From an optimization exercise on the open Yosys and OpenROAD flow, aimed at small area and a short achievable clock period; shortcuts taken in it are not production practice. Only simulation tests tie the RTL to the original design; equivalence was not proved.

==> job 5478 <==
Design router_top, start of the top module:
module router_top (
  input  logic         clk,
  input  logic         reset,
  input  logic         route_cfg_wr_en,
  input  logic [3:0]   route_cfg_node,
  input  logic [2:0]   route_cfg_port,
  input  logic         route_cfg_valid,
  input  logic [144:0] in_flit,
  input  logic [4:0]   in_write,
  output logic [9:0]   in_credit,
  output logic [144:0] out_flit,
  output logic [4:0]   out_write,
  input  logic [9:0]   out_credit_in,
  output logic         idle
);
  localparam int NUM_PORTS = 5;
  localparam int NUM_VCS   = 2;
  localparam int NCH       = NUM_PORTS * NUM_VCS;
  localparam int FLIT_W    = 29;
  localparam int DATA_W    = 28;   
  logic [19:0]  lookup_dest;
  logic [14:0]  lookup_port;
  logic [4:0]   lookup_hit;
  logic [279:0] head_data;
  logic [19:0]  head_kind;
  logic [9:0]   head_valid;
  logic [29:0]  head_route;
  logic [9:0]   dequeue;
  logic [9:0]   credit_ok;
  logic [49:0]  grant_sel;
  logic [4:0]   grant_valid;
  logic [4:0]   grant_vc;
  logic [4:0]   buf_empty;
  route_table u_route_table (
    .clk         (clk),
    .reset       (reset),
    .cfg_wr_en   (route_cfg_wr_en),
    .cfg_node    (route_cfg_node),
  ...
==> flow/config.mk <==
export PLATFORM = sky130hd
export DESIGN_NAME = router_top
export DESIGN_NICKNAME = router_top
export VERILOG_FILES = /design/flow/design.v
export SDC_FILE = /design/flow/constraint.sdc
export NUM_CORES = 4
export LEC_CHECK = 0
export CAP_MARGIN = 20
export CELL_PAD_IN_SITES_DETAIL_PLACEMENT = 2
export CELL_PAD_IN_SITES_GLOBAL_PLACEMENT = 2
export CORE_MARGIN = 2
export CORE_UTILIZATION = 50
export PLACE_DENSITY = 0.6
export SETUP_SLACK_MARGIN = 2.5
export SLEW_MARGIN = 20
==> flow/constraint.sdc <==
create_clock -name core_clock -period 5.5 [get_ports {clk}]
set_input_delay 1.1000 -clock core_clock [delete_from_list [all_inputs] [get_ports {clk}]]
set_output_delay 1.1000 -clock core_clock [all_outputs]
set_load 0.01 [all_outputs]
run.sh (not shown) runs the stock make flow with config.mk's settings and CLKGATE_MAP_FILE= SYNTH_SCRIPT=/design/flow/synth_recipe.tcl, a recipe that flattens the netlist after the stock synthesis.
==> inputs of job 5177, as changes to job 5478 <==
--- a/flow/design.v
+++ b/flow/design.v
@@ -39,83 +39,81 @@
   input  logic        in_write,
   input  logic        route_hit,
   input  logic [2:0]  route_port,
   input  logic [1:0]  dequeue,
   output logic [55:0] head_data,    
   output logic [5:0]  head_route,   
   output logic [1:0]  head_valid,
   output logic [1:0]  credit_out,
-  output logic        empty
+  output logic        empty,
+  output logic        empty_next    
 );
   localparam int NUM_VCS   = 2;
   localparam int BUF_DEPTH = 4;
   localparam int ENTRY_W   = 31;    
   localparam int VC_BIT    = 26;
   logic [BUF_DEPTH-1:0][ENTRY_W-1:0] mem [NUM_VCS];
   logic [BUF_DEPTH-1:0] rd   [NUM_VCS];    
   logic [BUF_DEPTH-1:0] fill [NUM_VCS];    
-  logic [NUM_VCS-1:0]   miss;              
-  logic [BUF_DEPTH-1:0] held [NUM_VCS];    
   logic [BUF_DEPTH-1:0] wr   [NUM_VCS];    
-  logic [NUM_VCS-1:0]   arrive;
+  logic [NUM_VCS-1:0]   push;
   logic [ENTRY_W-1:0]   wdata;
   logic [ENTRY_W-1:0]   head [NUM_VCS];
   assign wdata = {route_port, in_flit[28:27], in_flit[25:0]};
   always_comb begin
     for (int v = 0; v < NUM_VCS; v++) begin
-      held[v]   = miss[v] ? {1'b0, fill[v][3:1]} : fill[v];
-      arrive[v] = in_write && (in_flit[VC_BIT] == v[0]) && !held[v][3];
+      push[v] = in_write && route_hit && (in_flit[VC_BIT] == v[0]);   
       for (int k = 0; k < BUF_DEPTH; k++) begin
-        wr[v][k] = (!held[v][0] && rd[v][k]) ||
-                   (held[v][0] && !held[v][1] && rd[v][(k+3)%4]) ||
-                   (held[v][1] && !held[v][2] && rd[v][(k+2)%4]) ||
-                   (held[v][2] && !held[v][3] && rd[v][(k+1)%4]);
+        wr[v][k] = (!fill[v][0] && rd[v][k]) ||
+                   (fill[v][0] && !fill[v][1] && rd[v][(k+3)%4]) ||
+                   (fill[v][1] && !fill[v][2] && rd[v][(k+2)%4]) ||
+                   (fill[v][2] && !fill[v][3] && rd[v][(k+1)%4]);
       end
     end
   end
   always_ff @(posedge clk) begin
     for (int v = 0; v < NUM_VCS; v++) begin
       for (int k = 0; k < BUF_DEPTH; k++) begin
         if (wr[v][k]) mem[v][k] <= wdata;
       end
     end
   end
   always_ff @(posedge clk) begin
     if (reset) begin
       for (int v = 0; v < NUM_VCS; v++) begin
         rd[v]   <= 4'b0001;
         fill[v] <= '0;
       end
-      miss       <= '0;
       credit_out <= '0;
     end else begin
       for (int v = 0; v < NUM_VCS; v++) begin
         if (dequeue[v]) begin
           rd[v] <= {rd[v][2:0], rd[v][3]};
         end
-        fill[v] <= dequeue[v] ? (arrive[v] ? held[v] : {1'b0, held[v][3:1]})
-                              : (arrive[v] ? {held[v][2:0], 1'b1} : held[v]);
-        miss[v] <= arrive[v] && !route_hit;   
+        fill[v] <= dequeue[v] ? (push[v] ? fill[v] : {1'b0, fill[v][3:1]})
+                              : (push[v] ? {fill[v][2:0], 1'b1} : fill[v]);
       end
       credit_out <= dequeue;   
     end
   end
   always_comb begin
     for (int v = 0; v < NUM_VCS; v++) begin
       head[v] = '0;
       for (int k = 0; k < BUF_DEPTH; k++) begin
         head[v] = head[v] | ({ENTRY_W{rd[v][k]}} & mem[v][k]);
       end
     end
   end
   assign head_data  = {head[1][27:0], head[0][27:0]};
   assign head_route = {head[1][30:28], head[0][30:28]};
-  assign head_valid = {held[1][0], held[0][0]};
-  assign empty      = !held[0][0] && !held[1][0];
+  assign head_valid = {fill[1][0], fill[0][0]};
+  assign empty      = !fill[0][0] && !fill[1][0];
+  assign empty_next = !push[0] && !push[1] && !fill[0][1] && !fill[1][1] &&
+                      (!fill[0][0] || dequeue[0]) && (!fill[1][0] || dequeue[1]);
 endmodule
 module switch_allocator (
   input  logic        clk,
   input  logic        reset,
   input  logic [19:0] head_kind,    
   input  logic [9:0]  head_valid,   
   input  logic [29:0] head_route,   
   input  logic [9:0]  credit_ok,    
@@ -256,16 +254,18 @@
   logic [9:0]   head_valid;
   logic [29:0]  head_route;
   logic [9:0]   dequeue;
   logic [9:0]   credit_ok;
   logic [49:0]  grant_sel;
   logic [4:0]   grant_valid;
   logic [4:0]   grant_vc;
   logic [4:0]   buf_empty;
+  logic [4:0]   buf_empty_next;
+  logic         idle_q;
   route_table u_route_table (
     .clk         (clk),
     .reset       (reset),
     .cfg_wr_en   (route_cfg_wr_en),
     .cfg_node    (route_cfg_node),
     .cfg_port    (route_cfg_port),
     .cfg_valid   (route_cfg_valid),
     .lookup_dest (lookup_dest),
@@ -282,17 +282,18 @@
       .in_write   (in_write[p]),
       .route_hit  (lookup_hit[p]),
       .route_port (lookup_port[p*3 +: 3]),
       .dequeue    (dequeue[p*NUM_VCS +: NUM_VCS]),
       .head_data  (head_data[p*NUM_VCS*DATA_W +: NUM_VCS*DATA_W]),
       .head_route (head_route[p*NUM_VCS*3 +: NUM_VCS*3]),
       .head_valid (head_valid[p*NUM_VCS +: NUM_VCS]),
       .credit_out (in_credit[p*NUM_VCS +: NUM_VCS]),
-      .empty      (buf_empty[p])
+      .empty      (buf_empty[p]),
+      .empty_next (buf_empty_next[p])
     );
     for (genvar v = 0; v < NUM_VCS; v++) begin : g_kind
       assign head_kind[(p*NUM_VCS+v)*2 +: 2] = head_data[(p*NUM_VCS+v)*DATA_W + 26 +: 2];
     end
     always_comb begin
       granted_data = '0;
       for (int c = 0; c < NCH; c++) begin
         granted_data = granted_data | ({DATA_W{grant_sel[p*NCH + c]}} & head_data[c*DATA_W +: DATA_W]);
@@ -317,10 +318,17 @@
     .head_valid  (head_valid),
     .head_route  (head_route),
     .credit_ok   (credit_ok),
     .grant_sel   (grant_sel),
     .grant_valid (grant_valid),
     .grant_vc    (grant_vc),
     .dequeue     (dequeue)
   );
-  assign idle = &buf_empty;
+  always_ff @(posedge clk) begin
+    if (reset) begin
+      idle_q <= 1'b1;
+    end else begin
+      idle_q <= &buf_empty_next;
+    end
+  end
+  assign idle = idle_q;
 endmodule
- CELL_PAD_IN_SITES_DETAIL_PLACEMENT: 2 -> 1
- CELL_PAD_IN_SITES_GLOBAL_PLACEMENT: 2 -> 1
- CORE_UTILIZATION: 50 -> 40
- PLACE_DENSITY: 0.6 -> 0.55
==> inputs of job 9707, as changes to job 5478 <==
--- a/flow/design.v
+++ b/flow/design.v
@@ -6,123 +6,135 @@
   input  logic [2:0]  cfg_port,
   input  logic        cfg_valid,    
   input  logic [19:0] lookup_dest,  
   output logic [14:0] lookup_port,  
   output logic [4:0]  lookup_hit
 );
   localparam int NUM_PORTS = 5;
   localparam int NUM_NODES = 16;
-  logic [NUM_NODES-1:0]      entry_valid;
-  logic [NUM_NODES-1:0][2:0] entry_port;    
+  localparam logic [2:0] NO_ROUTE = 3'd7;
+  logic [NUM_NODES-1:0][2:0] entry_port;
   always_ff @(posedge clk) begin
     if (reset) begin
-      entry_valid <= '0;
+      entry_port <= {NUM_NODES{NO_ROUTE}};
     end else if (cfg_wr_en) begin
-      entry_valid[cfg_node] <= cfg_valid;
-    end
-  end
-  always_ff @(posedge clk) begin
-    if (cfg_wr_en) begin
-      entry_port[cfg_node] <= cfg_port;
+      entry_port[cfg_node] <= cfg_valid ? cfg_port : NO_ROUTE;
     end
   end
   always_comb begin
     for (int p = 0; p < NUM_PORTS; p++) begin
       lookup_port[p*3 +: 3] = entry_port[lookup_dest[p*4 +: 4]];
-      lookup_hit[p]         = entry_valid[lookup_dest[p*4 +: 4]];
+      lookup_hit[p]         = (lookup_port[p*3 +: 3] != NO_ROUTE);
     end
   end
 endmodule
 module vc_input_buffer (
   input  logic        clk,
   input  logic        reset,
   input  logic [28:0] in_flit,
   input  logic        in_write,
   input  logic        route_hit,
   input  logic [2:0]  route_port,
   input  logic [1:0]  dequeue,
-  output logic [55:0] head_data,    
-  output logic [5:0]  head_route,   
-  output logic [1:0]  head_valid,
-  output logic [1:0]  credit_out,
-  output logic        empty
+  output logic [9:0]  head_req,     
+  output logic [3:0]  head_kind,    
+  output logic [51:0] head_data,    
+  output logic        empty_next    
 );
+  localparam int NUM_PORTS = 5;
   localparam int NUM_VCS   = 2;
   localparam int BUF_DEPTH = 4;
   localparam int ENTRY_W   = 31;    
   localparam int VC_BIT    = 26;
   logic [BUF_DEPTH-1:0][ENTRY_W-1:0] mem [NUM_VCS];
   logic [BUF_DEPTH-1:0] rd   [NUM_VCS];    
   logic [BUF_DEPTH-1:0] fill [NUM_VCS];    
-  logic [NUM_VCS-1:0]   miss;              
-  logic [BUF_DEPTH-1:0] held [NUM_VCS];    
   logic [BUF_DEPTH-1:0] wr   [NUM_VCS];    
-  logic [NUM_VCS-1:0]   arrive;
+  logic [NUM_PORTS-1:0] req  [NUM_VCS];    
+  logic [1:0]           kind [NUM_VCS];    
+  logic [NUM_VCS-1:0]   push;
   logic [ENTRY_W-1:0]   wdata;
+  logic [NUM_PORTS-1:0] in_req;            
   logic [ENTRY_W-1:0]   head [NUM_VCS];
+  logic [4:0]           next [NUM_VCS];    
+  logic [NUM_PORTS-1:0] next_req [NUM_VCS];
   assign wdata = {route_port, in_flit[28:27], in_flit[25:0]};
   always_comb begin
+    for (int o = 0; o < NUM_PORTS; o++) begin
+      in_req[o] = (route_port == 3'(o));
+    end
     for (int v = 0; v < NUM_VCS; v++) begin
-      held[v]   = miss[v] ? {1'b0, fill[v][3:1]} : fill[v];
-      arrive[v] = in_write && (in_flit[VC_BIT] == v[0]) && !held[v][3];
+      push[v] = in_write && route_hit && (in_flit[VC_BIT] == v[0]);   
       for (int k = 0; k < BUF_DEPTH; k++) begin
-        wr[v][k] = (!held[v][0] && rd[v][k]) ||
-                   (held[v][0] && !held[v][1] && rd[v][(k+3)%4]) ||
-                   (held[v][1] && !held[v][2] && rd[v][(k+2)%4]) ||
-                   (held[v][2] && !held[v][3] && rd[v][(k+1)%4]);
+        wr[v][k] = (!fill[v][0] && rd[v][k]) ||
+                   (fill[v][0] && !fill[v][1] && rd[v][(k+3)%4]) ||
+                   (fill[v][1] && !fill[v][2] && rd[v][(k+2)%4]) ||
+                   (fill[v][2] && !fill[v][3] && rd[v][(k+1)%4]);
+      end
+      head[v] = '0;
+      next[v] = '0;
+      for (int k = 0; k < BUF_DEPTH; k++) begin
+        head[v] = head[v] | ({ENTRY_W{rd[v][k]}} & mem[v][k]);
+        next[v] = next[v] | ({5{rd[v][(k+3)%4]}} & mem[v][k][30:26]);
+      end
+      for (int o = 0; o < NUM_PORTS; o++) begin
+        next_req[v][o] = (next[v][4:2] == 3'(o));
       end
     end
   end
   always_ff @(posedge clk) begin
     for (int v = 0; v < NUM_VCS; v++) begin
       for (int k = 0; k < BUF_DEPTH; k++) begin
         if (wr[v][k]) mem[v][k] <= wdata;
       end
     end
   end
   always_ff @(posedge clk) begin
     if (reset) begin
       for (int v = 0; v < NUM_VCS; v++) begin
         rd[v]   <= 4'b0001;
         fill[v] <= '0;
+        req[v]  <= '0;
       end
-      miss       <= '0;
-      credit_out <= '0;
     end else begin
       for (int v = 0; v < NUM_VCS; v++) begin
         if (dequeue[v]) begin
           rd[v] <= {rd[v][2:0], rd[v][3]};
         end
-        fill[v] <= dequeue[v] ? (arrive[v] ? held[v] : {1'b0, held[v][3:1]})
-                              : (arrive[v] ? {held[v][2:0], 1'b1} : held[v]);
-        miss[v] <= arrive[v] && !route_hit;   
+        fill[v] <= dequeue[v] ? (push[v] ? fill[v] : {1'b0, fill[v][3:1]})
+                              : (push[v] ? {fill[v][2:0], 1'b1} : fill[v]);
+        if (dequeue[v] ? fill[v][1] : fill[v][0]) begin
+          req[v] <= dequeue[v] ? next_req[v] : req[v];
+        end else begin
+          req[v] <= push[v] ? in_req : '0;
+        end
       end
-      credit_out <= dequeue;   
     end
   end
-  always_comb begin
+  always_ff @(posedge clk) begin
     for (int v = 0; v < NUM_VCS; v++) begin
-      head[v] = '0;
-      for (int k = 0; k < BUF_DEPTH; k++) begin
-        head[v] = head[v] | ({ENTRY_W{rd[v][k]}} & mem[v][k]);
+      if (dequeue[v] ? fill[v][1] : fill[v][0]) begin
+        kind[v] <= dequeue[v] ? next[v][1:0] : kind[v];
+      end else begin
+        kind[v] <= in_flit[28:27];
       end
     end
   end
-  assign head_data  = {head[1][27:0], head[0][27:0]};
-  assign head_route = {head[1][30:28], head[0][30:28]};
-  assign head_valid = {held[1][0], held[0][0]};
-  assign empty      = !held[0][0] && !held[1][0];
+  assign head_req   = {req[1], req[0]};
+  assign head_kind  = {kind[1], kind[0]};
+  assign head_data  = {head[1][25:0], head[0][25:0]};
+  assign empty_next = !push[0] && !push[1] && !fill[0][1] && !fill[1][1] &&
+                      (!fill[0][0] || dequeue[0]) && (!fill[1][0] || dequeue[1]);
 endmodule
 module switch_allocator (
   input  logic        clk,
   input  logic        reset,
+  input  logic [49:0] head_req,     
   input  logic [19:0] head_kind,    
-  input  logic [9:0]  head_valid,   
-  input  logic [29:0] head_route,   
   input  logic [9:0]  credit_ok,    
   output logic [49:0] grant_sel,    
   output logic [4:0]  grant_valid,  
   output logic [4:0]  grant_vc,     
   output logic [9:0]  dequeue       
 );
   localparam int NUM_PORTS = 5;
   localparam int NUM_VCS   = 2;
@@ -130,18 +142,17 @@
   logic [NUM_PORTS-1:0][NUM_VCS-1:0] reserved;
   logic [NUM_PORTS-1:0][NCH-1:0]     elig;
   logic [NUM_PORTS-1:0][NCH-1:0]     sel;
   logic [NUM_PORTS-1:0]              any1, any0, gkind0;
   always_comb begin
     for (int o = 0; o < NUM_PORTS; o++) begin
       for (int i = 0; i < NUM_PORTS; i++) begin
         for (int v = 0; v < NUM_VCS; v++) begin
-          elig[o][i*NUM_VCS+v] = head_valid[i*NUM_VCS+v] &&
-                                 (head_route[(i*NUM_VCS+v)*3 +: 3] == 3'(o)) &&
+          elig[o][i*NUM_VCS+v] = head_req[(i*NUM_VCS+v)*NUM_PORTS + o] &&
                                  credit_ok[o*NUM_VCS+v] &&
                                  (!head_kind[(i*NUM_VCS+v)*2+1] || !reserved[o][v]);
         end
       end
     end
   end
   always_comb begin
     for (int o = 0; o < NUM_PORTS; o++) begin
@@ -246,26 +257,27 @@
   localparam int NUM_PORTS = 5;
   localparam int NUM_VCS   = 2;
   localparam int NCH       = NUM_PORTS * NUM_VCS;
   localparam int FLIT_W    = 29;
   localparam int DATA_W    = 28;   
   logic [19:0]  lookup_dest;
   logic [14:0]  lookup_port;
   logic [4:0]   lookup_hit;
-  logic [279:0] head_data;
+  logic [259:0] head_data;
   logic [19:0]  head_kind;
-  logic [9:0]   head_valid;
-  logic [29:0]  head_route;
+  logic [49:0]  head_req;
   logic [9:0]   dequeue;
   logic [9:0]   credit_ok;
   logic [49:0]  grant_sel;
   logic [4:0]   grant_valid;
   logic [4:0]   grant_vc;
-  logic [4:0]   buf_empty;
+  logic [9:0]   sent_q;
+  logic [4:0]   buf_empty_next;
+  logic         idle_q;
   route_table u_route_table (
     .clk         (clk),
     .reset       (reset),
     .cfg_wr_en   (route_cfg_wr_en),
     .cfg_node    (route_cfg_node),
     .cfg_port    (route_cfg_port),
     .cfg_valid   (route_cfg_valid),
     .lookup_dest (lookup_dest),
@@ -278,29 +290,26 @@
     vc_input_buffer u_in_buf (
       .clk        (clk),
       .reset      (reset),
       .in_flit    (in_flit[p*FLIT_W +: FLIT_W]),
       .in_write   (in_write[p]),
       .route_hit  (lookup_hit[p]),
       .route_port (lookup_port[p*3 +: 3]),
       .dequeue    (dequeue[p*NUM_VCS +: NUM_VCS]),
-      .head_data  (head_data[p*NUM_VCS*DATA_W +: NUM_VCS*DATA_W]),
-      .head_route (head_route[p*NUM_VCS*3 +: NUM_VCS*3]),
-      .head_valid (head_valid[p*NUM_VCS +: NUM_VCS]),
-      .credit_out (in_credit[p*NUM_VCS +: NUM_VCS]),
-      .empty      (buf_empty[p])
+      .head_req   (head_req[p*NUM_VCS*NUM_PORTS +: NUM_VCS*NUM_PORTS]),
+      .head_kind  (head_kind[p*NUM_VCS*2 +: NUM_VCS*2]),
+      .head_data  (head_data[p*NUM_VCS*26 +: NUM_VCS*26]),
+      .empty_next (buf_empty_next[p])
     );
-    for (genvar v = 0; v < NUM_VCS; v++) begin : g_kind
-      assign head_kind[(p*NUM_VCS+v)*2 +: 2] = head_data[(p*NUM_VCS+v)*DATA_W + 26 +: 2];
-    end
     always_comb begin
       granted_data = '0;
       for (int c = 0; c < NCH; c++) begin
-        granted_data = granted_data | ({DATA_W{grant_sel[p*NCH + c]}} & head_data[c*DATA_W +: DATA_W]);
+        granted_data = granted_data | ({DATA_W{grant_sel[p*NCH + c]}} &
+                                       {head_kind[c*2 +: 2], head_data[c*26 +: 26]});
       end
     end
     output_credit_port u_out_port (
       .clk           (clk),
       .reset         (reset),
       .grant_valid   (grant_valid[p]),
       .grant_vc      (grant_vc[p]),
       .granted_data  (granted_data),
@@ -308,19 +317,28 @@
       .out_flit      (out_flit[p*FLIT_W +: FLIT_W]),
       .out_write     (out_write[p]),
       .credit_ok     (credit_ok[p*NUM_VCS +: NUM_VCS])
     );
   end
   switch_allocator u_alloc (
     .clk         (clk),
     .reset       (reset),
+    .head_req    (head_req),
     .head_kind   (head_kind),
-    .head_valid  (head_valid),
-    .head_route  (head_route),
     .credit_ok   (credit_ok),
     .grant_sel   (grant_sel),
     .grant_valid (grant_valid),
     .grant_vc    (grant_vc),
     .dequeue     (dequeue)
   );
-  assign idle = &buf_empty;
+  always_ff @(posedge clk) begin
+    if (reset) begin
+      idle_q <= 1'b1;
+      sent_q <= '0;
+    end else begin
+      idle_q <= &buf_empty_next;
+      sent_q <= dequeue;   
+    end
+  end
+  assign idle      = idle_q;
+  assign in_credit = sent_q;
 endmodule
==> flow/flow/run.sh (new file) <==
#!/bin/bash
# The standard layout, with plain buffers on the ports in place of the delay
# cells that buffer_ports picks by default. Everything else is the standard flow's flow.
set -euo pipefail
export BUFFER_PORTS_ARGS="-buffer_cell sky130_fd_sc_hd__buf_2"
bash standard.sh > flow_make.log 2>&1
==> flow/standard.sh (new file) <==
#!/bin/bash
# synth_recipe.tcl (not shown) runs the flow's synth.tcl, then flattens the netlist and writes it again
# the make line also repeats each setting of config.mk as NAME=value (left out here)
make -C /OpenROAD-flow-scripts/flow DESIGN_CONFIG=/design/flow/config.mk WORK_HOME=/design/flow/orfs CLKGATE_MAP_FILE= SYNTH_SCRIPT=/design/flow/synth_recipe.tcl "${@:-finish}"
- CELL_PAD_IN_SITES_DETAIL_PLACEMENT: 2 -> 1
- CELL_PAD_IN_SITES_GLOBAL_PLACEMENT: 2 -> 1
- CORE_UTILIZATION: 50 -> 40
- PLACE_DENSITY: 0.6 -> 0.55
- SETUP_SLACK_MARGIN: 2.5 -> 3.0
- SLEW_MARGIN: 20 -> 35
removed: flow/run.sh
==> out/metrics.yaml <==
outcome:
  status: "complete, but fails checks"
  so.violations: "slew limit"
cts:
  cts_resized: 1005
  cts_buffers: 175
synth:
  synth_compound_area_share_pct: 19.3
  syn_area_sq_um: 69000
  synth.avg_cell_area_sq_um: 12.8
placement:
  place_area_sq_um: 77100
timing:
  drv_slew: 12
-- figures above: job 5177

==> out/metrics.yaml <==
outcome:
  status: "complete, no violations"
floorplan:
  fp.coreArea_sq_um: 172000
  die_y_um: 421
critical_path:
  cp_data_arrival_time_ns: 3.91
cts:
  cts_resized: 1024
synth:
  synth_compound_area_share_pct: 19.6
  synth.avg_cell_area_sq_um: 12.6
  syn_area_sq_um: 69400
routing:
  met2RoutedLength_um: 145000
placement:
  place_area_sq_um: 75200
grt:
  grt_util_met1_pct: 47.4
-- figures above: job 9707

==> out/metrics.yaml <==
outcome:
  status: "aborted with a tool error"
  haltStage: "clock tree synthesis"
  tool.error: "[ERROR DPL-0033] detailed placement checks failed during check placement."
placement:
  gp_congestion: 1.04
  place_area_sq_um: 75500
synth:
  synth.yosys.seq_area_share_pct: 64.3
  synth.avg_cell_area_sq_um: 13.0
  syn_area_sq_um: 70000
cts:
  cts_buffers: 170
  cts_resized: 1255
floorplan:
  ios: 332
-- figures above: job 5478

==> static timing again, ports no longer ideal <==
In the flow no input, the clock included, has a driving cell. The finished layouts below were timed again as built, in two steps. Step 1 assumes that a clkbuf_16 drives the clock port and a buf_2 every other input. Step 2 moves the port delays by t, midway between the first and last clock arrival at a register: inputs arrive t later, outputs are due t later. That takes back most of the time a late clock gives input paths. a / b / c = no drivers / after step 1 / after step 2; a / b = the first two.
| run | t, ns | slack for setup (ns) | hold slack, ns | clock arrival spread, ns | pins driven straight from the clock port |
|---|---|---|---|---|---|
| job 5177 | 0.945 | 2.008 / 2.008 / 1.396 | 0.467 / 0.467 / 0.467 | 0.035 / 0.035 | 1 |
| job 9707 | 0.918 | 2.111 / 2.111 / 1.517 | 0.476 / 0.465 / 0.476 | 0.061 / 0.060 | 1 |
For job 5177, which loses most, drivers alone change the setup slack by 0.000 ns; drivers and shift together by -0.612 ns.
